Background: an optimization exercise with open tools, aiming at small area. Do not read the settings as production practice. The RTL was checked by simulation tests, not by an equivalence proof against the original design.

==> cedar: inputs <==
==> flow/design.v <==
`timescale 1ns/1ps
module fsmc_regs_top (
    input  logic                      clk,
    input  logic                      rst_n,
    input  logic                      nadv,
    input  logic                      nwe,
    input  logic                      noe,
    input  logic [18-1:0] ad_bus,
    output logic [18-1:0] ad_drive,
    output logic                      ad_drive_en
);
    localparam int dw    = 16;
    localparam int len   = 7;        
    localparam int rings = 10;
    logic          nadv_s, nwe_s;    
    logic [3:0]    noe_hist;         
    logic          en_q;
    logic [2:0]    phase;            
    logic          clr;              
    logic [5:0]    addr_q;           
    logic [5:0]    waddr_q;          
    logic [dw-1:0] wdata_q;          
    logic          wpend;
    logic          rpend;            
    logic [dw-1:0] rdata_q;
    logic          wr_end;
    logic [5:0]    waddr_d;
    logic [dw-1:0] wdata_d;
    logic          wact;
    logic [rings-1:0] wsel;          
    logic [dw-1:0] tap [rings];
    logic [dw-1:0] head [rings];     
    logic [dw-1:0] rword;
    logic [2:0]    phase_p;          
    logic          rhit;
    function automatic logic [rings-1:0] at_tap(input logic [5:0] k, input logic [2:0] ph);
        at_tap = '0;
        if (k[2:0] != 3'd7)
            at_tap[k[5:3]] = (ph == k[2:0]);
        else if (k[5:3] != 3'd7)
            at_tap[8] = (ph == k[5:3]);
        else
            at_tap[9] = 1'b1;
    endfunction
    always_ff @(posedge clk or negedge rst_n) begin
        if (!rst_n) begin
            nadv_s   <= 1'b1;
            nwe_s    <= 1'b1;
            noe_hist <= '0;
            en_q     <= 1'b0;
        end else begin
            nadv_s   <= nadv;
            nwe_s    <= nwe;
            noe_hist <= {noe_hist[2:0], ~noe};
            en_q     <= |noe_hist[3:1];
        end
    end
    always_ff @(posedge clk) begin
        if (!nadv)
            addr_q <= {ad_bus[17:16], ad_bus[3:0]};
    end
    always_ff @(posedge clk or negedge rst_n) begin
        if (!rst_n) begin
            phase <= '0;
            clr   <= 1'b1;
        end else begin
            phase <= (phase == 3'(len - 1)) ? '0 : phase + 1'b1;
            if (phase == 3'(len - 1))
                clr <= 1'b0;
        end
    end
    assign wr_end  = nwe && !nwe_s;
    assign waddr_d = wr_end ? addr_q : waddr_q;
    assign wdata_d = wr_end ? ad_bus[dw-1:0] : wdata_q;
    assign wact    = wr_end || wpend;
    assign wsel    = wact ? at_tap(waddr_d, phase) : '0;
    always_ff @(posedge clk) begin
        waddr_q <= waddr_d;
    end
    always_ff @(posedge clk or negedge rst_n) begin
        if (!rst_n) begin
            wdata_q <= '0;    
            wpend   <= 1'b0;
        end else begin
            wdata_q <= wdata_d;
            wpend   <= wact && !(|wsel);
        end
    end
    for (genvar r = 0; r < rings; r++) begin : g_ring
        localparam int n = (r == rings - 1) ? 1 : len;
        logic [n*dw-1:0] q;
        logic            we;
        assign we      = clr || wsel[r];
        assign tap[r]  = we ? wdata_d : q[n*dw-1 -: dw];
        assign head[r] = q[dw-1:0];
        always_ff @(posedge clk) begin
            if (n == 1)
                q <= tap[r];
            else
                q <= {q[n*dw-dw-1:0], tap[r]};
        end
    end
    assign phase_p = (phase == 3'd0) ? 3'(len - 1) : phase - 1'b1;
    assign rhit    = |at_tap(addr_q, phase_p);
    always_comb begin
        if (addr_q[2:0] != 3'd7)
            rword = head[addr_q[5:3]];
        else if (addr_q[5:3] != 3'd7)
            rword = head[8];
        else
            rword = head[9];
    end
    always_ff @(posedge clk or negedge rst_n) begin
        if (!rst_n)
            rpend <= 1'b0;
        else
            rpend <= (!nadv_s && nwe_s) || (rpend && !rhit);
    end
    always_ff @(posedge clk) begin
        if (rpend && rhit)
            rdata_q <= rword;
    end
    assign ad_drive    = {2'b00, rdata_q};
    assign ad_drive_en = en_q;
endmodule
==> flow/flow/run.sh <==
#!/bin/bash
# the standard layout with small port buffers and a clock tree without dummy loads
export BUFFER_PORTS_ARGS="-buffer_cell sky130_fd_sc_hd__buf_1"
export CTS_ARGS="-sink_clustering_enable -repair_clock_nets -sink_clustering_size 20 -sink_clustering_max_diameter 100 -buf_list sky130_fd_sc_hd__clkbuf_8 -dont_use_dummy_load"
bash standard.sh > standard.log 2>&1
==> flow/standard.sh <==
#!/bin/bash
# synth_recipe.tcl (not shown) runs the flow's synth.tcl, then flattens the netlist and writes it again
# the make line also repeats each setting of config.mk as NAME=value (left out here)
make -C /OpenROAD-flow-scripts/flow DESIGN_CONFIG=/design/flow/config.mk WORK_HOME=/design/flow/orfs CLKGATE_MAP_FILE= SYNTH_SCRIPT=/design/flow/synth_recipe.tcl "${@:-finish}"
==> flow/config.mk <==
export PLATFORM = sky130hd
export DESIGN_NAME = fsmc_regs_top
export DESIGN_NICKNAME = fsmc_regs_top
export VERILOG_FILES = /design/flow/design.v
export SDC_FILE = /design/flow/constraint.sdc
export NUM_CORES = 4
export LEC_CHECK = 0
export CAP_MARGIN = 20
export CORE_MARGIN = 2
export CORE_UTILIZATION = 65
export CTS_BUF_LIST = sky130_fd_sc_hd__clkbuf_8
export CTS_CLUSTER_DIAMETER = 100
export CTS_CLUSTER_SIZE = 20
export SLEW_MARGIN = 20
==> flow/constraint.sdc <==
create_clock -name core_clock -period 5.0 [get_ports {clk}]
set_input_delay 1.0000 -clock core_clock [delete_from_list [all_inputs] [get_ports {clk}]]
set_output_delay 1.0000 -clock core_clock [all_outputs]
set_load 0.01 [all_outputs]
==> xenon (differences from cedar) <==
==> flow/design.v, changed modules only <==
module fsmc_regs_top (
    input  logic                      clk,
    input  logic                      rst_n,
    input  logic                      nadv,
    input  logic                      nwe,
    input  logic                      noe,
    input  logic [18-1:0] ad_bus,
    output logic [18-1:0] ad_drive,
    output logic                      ad_drive_en
);
    localparam int dw    = 16;
    localparam int len   = 7;        
    localparam int rings = 10;
    logic          nadv_s, nwe_s;    
    logic [3:0]    noe_hist;         
    logic          en_q;
    logic [2:0]    phase;            
    logic          clr;              
    logic [5:0]    addr_q;           
    logic [5:0]    waddr_q;          
    logic [dw-1:0] wdata_q;          
    logic          wpend;
    logic          rpend;            
    logic [dw-1:0] rdata_q;
    logic          wr_end;
    logic [5:0]    waddr_d;
    logic [dw-1:0] wdata_d;
    logic          wact;
    logic [rings-1:0] wsel, rsel;    
    logic [dw-1:0] tap [rings];
    logic [dw-1:0] rtap;
    logic          rhit;
    function automatic logic [rings-1:0] at_tap(input logic [5:0] k, input logic [2:0] ph);
        at_tap = '0;
        if (k[2:0] != 3'd7)
            at_tap[k[5:3]] = (ph == k[2:0]);
        else if (k[5:3] != 3'd7)
            at_tap[8] = (ph == k[5:3]);
        else
            at_tap[9] = 1'b1;
    endfunction
    always_ff @(posedge clk or negedge rst_n) begin
        if (!rst_n) begin
            nadv_s   <= 1'b1;
            nwe_s    <= 1'b1;
            noe_hist <= '0;
            en_q     <= 1'b0;
        end else begin
            nadv_s   <= nadv;
            nwe_s    <= nwe;
            noe_hist <= {noe_hist[2:0], ~noe};
            en_q     <= |noe_hist[3:1];
        end
    end
    always_ff @(posedge clk) begin
        if (!nadv)
            addr_q <= {ad_bus[17:16], ad_bus[3:0]};
    end
    always_ff @(posedge clk or negedge rst_n) begin
        if (!rst_n) begin
            phase <= '0;
            clr   <= 1'b1;
        end else begin
            phase <= (phase == 3'(len - 1)) ? '0 : phase + 1'b1;
            if (phase == 3'(len - 1))
                clr <= 1'b0;
        end
    end
    assign wr_end  = nwe && !nwe_s;
    assign waddr_d = wr_end ? addr_q : waddr_q;
    assign wdata_d = wr_end ? ad_bus[dw-1:0] : wdata_q;
    assign wact    = wr_end || wpend;
    assign wsel    = wact ? at_tap(waddr_d, phase) : '0;
    always_ff @(posedge clk) begin
        waddr_q <= waddr_d;
    end
    always_ff @(posedge clk or negedge rst_n) begin
        if (!rst_n) begin
            wdata_q <= '0;    
            wpend   <= 1'b0;
        end else begin
            wdata_q <= wdata_d;
            wpend   <= wact && !(|wsel);
        end
    end
    for (genvar r = 0; r < rings; r++) begin : g_ring
        localparam int n = (r == rings - 1) ? 1 : len;
        logic [n*dw-1:0] q;
        logic            we;
        assign we     = clr || wsel[r];
        assign tap[r] = we ? wdata_d : q[n*dw-1 -: dw];
        always_ff @(posedge clk) begin
            if (n == 1)
                q <= tap[r];
            else
                q <= {q[n*dw-dw-1:0], tap[r]};
        end
    end
    assign rsel = at_tap(addr_q, phase);
    assign rhit = |rsel;
    always_comb begin
        rtap = '0;
        for (int r = 0; r < rings; r++)
            if (rsel[r])
                rtap = tap[r];
    end
    always_ff @(posedge clk or negedge rst_n) begin
        if (!rst_n)
            rpend <= 1'b0;
        else
            rpend <= (!nadv_s && nwe_s) || (rpend && !rhit);
    end
    always_ff @(posedge clk) begin
        if (rpend && rhit)
            rdata_q <= rtap;
    end
    assign ad_drive    = {2'b00, rdata_q};
    assign ad_drive_en = en_q;
endmodule
==> flow/run.sh (new file) <==
#!/bin/bash
# synth_recipe.tcl (not shown) runs the flow's synth.tcl, then flattens the netlist and writes it again
# the make line also repeats each setting of config.mk as NAME=value (left out here)
make -C /OpenROAD-flow-scripts/flow DESIGN_CONFIG=/design/flow/config.mk WORK_HOME=/design/flow/orfs CLKGATE_MAP_FILE= SYNTH_SCRIPT=/design/flow/synth_recipe.tcl finish
--- a/flow/config.mk
+++ b/flow/config.mk
@@ -9,6 +9,5 @@
 export CORE_MARGIN = 2
 export CORE_UTILIZATION = 65
 export CTS_BUF_LIST = sky130_fd_sc_hd__clkbuf_8
-export CTS_CLUSTER_DIAMETER = 100
-export CTS_CLUSTER_SIZE = 20
+export CTS_CLUSTER_SIZE = 40
 export SLEW_MARGIN = 20
removed: flow/flow/run.sh
removed: flow/standard.sh
==> harbor (differences from cedar) <==
==> flow/design.v, changed modules only <==
module fsmc_regs_top (
    input  logic                      clk,
    input  logic                      rst_n,
    input  logic                      nadv,
    input  logic                      nwe,
    input  logic                      noe,
    input  logic [18-1:0] ad_bus,
    output logic [18-1:0] ad_drive,
    output logic                      ad_drive_en
);
    localparam int dw    = 16;
    localparam int len   = 7;        
    localparam int rings = 10;
    logic          nadv_s, nwe_s;    
    logic [3:0]    noe_hist;         
    logic          en_q;
    logic [2:0]    phase;            
    logic          clr;              
    logic [5:0]    addr_q;           
    logic [5:0]    waddr_q;          
    logic [dw-1:0] wdata_q;          
    logic          wpend;
    logic [dw-1:0] rdata_q;
    logic          wr_end;
    logic [rings-1:0] wsel;          
    logic [dw-1:0] tap [rings];
    logic [dw-1:0] head [rings];     
    logic [dw-1:0] rword;
    logic [rings-1:0] rsel;
    logic [2:0]    phase_p;          
    logic          rhit;
    logic          en_d, cap;
    function automatic logic [rings-1:0] at_tap(input logic [5:0] k, input logic [2:0] ph);
        at_tap = '0;
        if (k[2:0] != 3'd7)
            at_tap[k[5:3]] = (ph == k[2:0]);
        else if (k[5:3] != 3'd7)
            at_tap[8] = (ph == k[5:3]);
        else
            at_tap[9] = 1'b1;
    endfunction
    always_ff @(posedge clk or negedge rst_n) begin
        if (!rst_n) begin
            nadv_s   <= 1'b1;
            nwe_s    <= 1'b1;
            noe_hist <= '0;
            en_q     <= 1'b0;
        end else begin
            nadv_s   <= nadv;
            nwe_s    <= nwe;
            noe_hist <= {noe_hist[2:0], ~noe};
            en_q     <= en_d;
        end
    end
    always_ff @(posedge clk) begin
        if (!nadv)
            addr_q <= {ad_bus[17:16], ad_bus[3:0]};
    end
    always_ff @(posedge clk or negedge rst_n) begin
        if (!rst_n) begin
            phase <= '0;
            clr   <= 1'b1;
        end else begin
            phase <= (phase == 3'(len - 1)) ? '0 : phase + 1'b1;
            if (phase == 3'(len - 1))
                clr <= 1'b0;
        end
    end
    assign wr_end = nwe && !nwe_s;
    assign wsel   = wpend ? at_tap(waddr_q, phase) : '0;
    always_ff @(posedge clk) begin
        if (wr_end)
            waddr_q <= addr_q;
    end
    always_ff @(posedge clk or negedge rst_n) begin
        if (!rst_n) begin
            wdata_q <= '0;    
            wpend   <= 1'b0;
        end else begin
            if (wr_end)
                wdata_q <= ad_bus[dw-1:0];
            wpend <= wr_end || (wpend && !(|wsel));
        end
    end
    for (genvar r = 0; r < rings; r++) begin : g_ring
        localparam int n = (r == rings - 1) ? 1 : len;
        logic [n*dw-1:0] q;
        logic            we;
        assign we      = clr || wsel[r];
        assign tap[r]  = we ? wdata_q : q[n*dw-1 -: dw];
        assign head[r] = q[dw-1:0];
        always_ff @(posedge clk) begin
            if (n == 1)
                q <= tap[r];
            else
                q <= {q[n*dw-dw-1:0], tap[r]};
        end
    end
    assign phase_p = (phase == 3'd0) ? 3'(len - 1) : phase - 1'b1;
    assign rhit    = |at_tap(addr_q, phase_p);
    fsmc_ring_sel ring_sel_i (
        .k   (addr_q),
        .sel (rsel)
    );
    fsmc_word_mux word_mux_i (
        .sel   (rsel),
        .words ({head[9], head[8], head[7], head[6], head[5], head[4], head[3], head[2], head[1], head[0]}),
        .word  (rword)
    );
    assign en_d = |noe_hist[3:1];
    assign cap  = rhit && !(en_d && !nadv_s);
    always_ff @(posedge clk) begin
        if (cap)
            rdata_q <= rword;
    end
    assign ad_drive    = {2'b00, rdata_q};
    assign ad_drive_en = en_q;
endmodule
module fsmc_ring_sel (
    input  logic [5:0] k,
    output logic [9:0] sel
);
    always_comb begin
        sel = '0;
        if (k[2:0] != 3'd7)
            sel[k[5:3]] = 1'b1;
        else if (k[5:3] != 3'd7)
            sel[8] = 1'b1;
        else
            sel[9] = 1'b1;
    end
endmodule
module fsmc_word_mux (
    input  logic [9:0]     sel,
    input  logic [10*16-1:0] words,
    output logic [15:0]    word
);
    always_comb begin
        word = '0;
        for (int r = 0; r < 10; r++)
            word = word | ({16{sel[r]}} & words[r*16 +: 16]);
    end
endmodule
==> flow/flow/run.sh (replaced) <==
#!/bin/bash
# The standard layout (standard.sh) with three changes:
#  - synthesis and repair may use only drive strength 1 logic cells (buffers, inverters,
#    flip-flops and clock cells are not restricted): extra_dont_use.txt is added to the
#    platform's don't-use list
#  - ports are buffered with buf_1
#  - clock tree: clkbuf_8 leaf clusters of up to 20 sinks, no dummy loads
set -euo pipefail
PLAT=$(make -s -C "$FLOW_HOME" DESIGN_CONFIG="$FLOW_CONFIG" WORK_HOME="$PWD/orfs" print-DONT_USE_CELLS 2>/dev/null | sed -n 's/^DONT_USE_CELLS: //p')
export DU="$PLAT $(cat flow/extra_dont_use.txt)"
export BUFFER_PORTS_ARGS="-buffer_cell sky130_fd_sc_hd__buf_1"
export CTS_ARGS="-sink_clustering_enable -repair_clock_nets -sink_clustering_size 20 -sink_clustering_max_diameter 100 -buf_list sky130_fd_sc_hd__clkbuf_8 -dont_use_dummy_load"
sed 's|"\${@:-finish}"|"DONT_USE_CELLS=$DU" "${@:-finish}"|' standard.sh > standard_du.sh
grep -q 'DONT_USE_CELLS=\$DU' standard_du.sh
echo "$DU" > dont_use.log
bash standard_du.sh > standard.log 2>&1
==> flow/flow/extra_dont_use.txt (new file) <==
sky130_fd_sc_hd__a2111o_4 sky130_fd_sc_hd__a2111oi_4 sky130_fd_sc_hd__a211o_4 sky130_fd_sc_hd__a211oi_4 sky130_fd_sc_hd__a21bo_4 sky130_fd_sc_hd__a21boi_4 sky130_fd_sc_hd__a21o_4 sky130_fd_sc_hd__a21oi_4 sky130_fd_sc_hd__a221o_4 sky130_fd_sc_hd__a221oi_4 sky130_fd_sc_hd__a22o_4 sky130_fd_sc_hd__a22oi_4 sky130_fd_sc_hd__a2bb2o_4 sky130_fd_sc_hd__a2bb2oi_4 sky130_fd_sc_hd__a311o_4 sky130_fd_sc_hd__a311oi_4 sky130_fd_sc_hd__a31o_4 sky130_fd_sc_hd__a31oi_4 sky130_fd_sc_hd__a32o_4 sky130_fd_sc_hd__a32oi_4 sky130_fd_sc_hd__a41o_4 sky130_fd_sc_hd__a41oi_4 sky130_fd_sc_hd__and2_4 sky130_fd_sc_hd__and2b_4 sky130_fd_sc_hd__and3_4 sky130_fd_sc_hd__and3b_4 sky130_fd_sc_hd__and4_4 sky130_fd_sc_hd__and4b_4 sky130_fd_sc_hd__and4bb_4 sky130_fd_sc_hd__fa_4 sky130_fd_sc_hd__ha_4 sky130_fd_sc_hd__maj3_4 sky130_fd_sc_hd__mux2_4 sky130_fd_sc_hd__mux2_8 sky130_fd_sc_hd__mux2i_4 sky130_fd_sc_hd__mux4_4 sky130_fd_sc_hd__nand2_4 sky130_fd_sc_hd__nand2_8 sky130_fd_sc_hd__nand2b_4 sky130_fd_sc_hd__nand3_4 sky130_fd_sc_hd__nand3b_4 sky130_fd_sc_hd__nand4_4 sky130_fd_sc_hd__nand4b_4 sky130_fd_sc_hd__nand4bb_4 sky130_fd_sc_hd__nor2_4 sky130_fd_sc_hd__nor2_8 sky130_fd_sc_hd__nor2b_4 sky130_fd_sc_hd__nor3_4 sky130_fd_sc_hd__nor3b_4 sky130_fd_sc_hd__nor4_4 sky130_fd_sc_hd__nor4b_4 sky130_fd_sc_hd__nor4bb_4 sky130_fd_sc_hd__o2111a_4 sky130_fd_sc_hd__o2111ai_4 sky130_fd_sc_hd__o211a_4 sky130_fd_sc_hd__o211ai_4 sky130_fd_sc_hd__o21a_4 sky130_fd_sc_hd__o21ai_4 sky130_fd_sc_hd__o21ba_4 sky130_fd_sc_hd__o21bai_4 sky130_fd_sc_hd__o221a_4 sky130_fd_sc_hd__o221ai_4 sky130_fd_sc_hd__o22a_4 sky130_fd_sc_hd__o22ai_4 sky130_fd_sc_hd__o2bb2a_4 sky130_fd_sc_hd__o2bb2ai_4 sky130_fd_sc_hd__o311a_4 sky130_fd_sc_hd__o311ai_4 sky130_fd_sc_hd__o31a_4 sky130_fd_sc_hd__o31ai_4 sky130_fd_sc_hd__o32a_4 sky130_fd_sc_hd__o32ai_4 sky130_fd_sc_hd__o41a_4 sky130_fd_sc_hd__o41ai_4 sky130_fd_sc_hd__or2_4 sky130_fd_sc_hd__or2b_4 sky130_fd_sc_hd__or3_4 sky130_fd_sc_hd__or3b_4 sky130_fd_sc_hd__or4_4 sky130_fd_sc_hd__or4b_4 sky130_fd_sc_hd__or4bb_4 sky130_fd_sc_hd__sedfxtp_4 sky130_fd_sc_hd__xnor2_4 sky130_fd_sc_hd__xnor3_4 sky130_fd_sc_hd__xor2_4 sky130_fd_sc_hd__xor3_4 
--- a/flow/config.mk
+++ b/flow/config.mk
@@ -7,8 +7,6 @@
 export LEC_CHECK = 0
 export CAP_MARGIN = 20
 export CORE_MARGIN = 2
-export CORE_UTILIZATION = 65
-export CTS_BUF_LIST = sky130_fd_sc_hd__clkbuf_8
-export CTS_CLUSTER_DIAMETER = 100
-export CTS_CLUSTER_SIZE = 20
+export CORE_UTILIZATION = 75
 export SLEW_MARGIN = 20
+export SYNTH_HIERARCHICAL = 1
==> qor summary <==
| quantity | cedar | harbor | xenon |
|---|---|---|---|
| Number of synthesized flops with an enable pin | 38 | 44 | 22 |
| Number of well-tap cells placed | 525 | 455 | 525 |
| Fillers | 2710 | 1846 | 2440 |
| Fraction of the mapped netlist area in simple logic gates | 0.0222 | 0.0144 | 0.0321 |
| Post-layout net count | 1697 | 1609 | 1994 |
| Worst-margin pin slew | 1.22 ns | 1.23 ns | 0.995 ns |
| First-pass GRT wire length | 64500 um | 64500 um | 75100 um |
| Number of CTS-inserted buffers | 60 | 59 | 151 |
| Fraction of registers with async set or reset after synthesis | 0.0268 | 0.0259 | 0.0268 |
| Instance count after placement with tap cells included | 2125 | 1967 | 2339 |
| Detailed-routed wire length on met3 | 1820 um | 1900 um | 3110 um |
| Final weighted congestion of routability-driven global placement | 0.831 | 0.749 | 0.886 |
| Sequential share of cell area | 0.798 | 0.812 | 0.715 |
| Result of the run | timing/DRC/antenna clean | timing/DRC/antenna clean | timing/DRC/antenna clean |
| Count of cell instances traversed by the critical path | 6 | 8 | 13 |

afterwards: timing with drivers on the ports:
How much do the figures lean on ideal ports? The routed layouts below were timed once more, with nothing changed but the port constraints.
Step 1 assumes that a clkbuf_16 drives the clock port and a buf_2 every other input.
Step 2 times the ports against the registers' clock, not the clock port: input delays grow and output delays shrink by t, the midpoint of the rising clock arrivals with the driver on.
a / b / c = ideal ports / drivers / drivers and shift; a / b = the first two.
run	shift t [ns]	setup WS [ns]	worst data-port slew with drivers (ns)	cell pins on the clock port's net
cedar	0.704	1.545 / 1.545 / 0.994	0.09	1
xenon	0.780	0.913 / 0.919 / 0.162	0.04	1
harbor	0.720	2.067 / 2.067 / 2.067	0.04	1
After both steps every run listed still meets setup and hold. The setup slack of xenon, which loses most, moves by +0.006 ns with the drivers and by -0.751 ns with both steps.
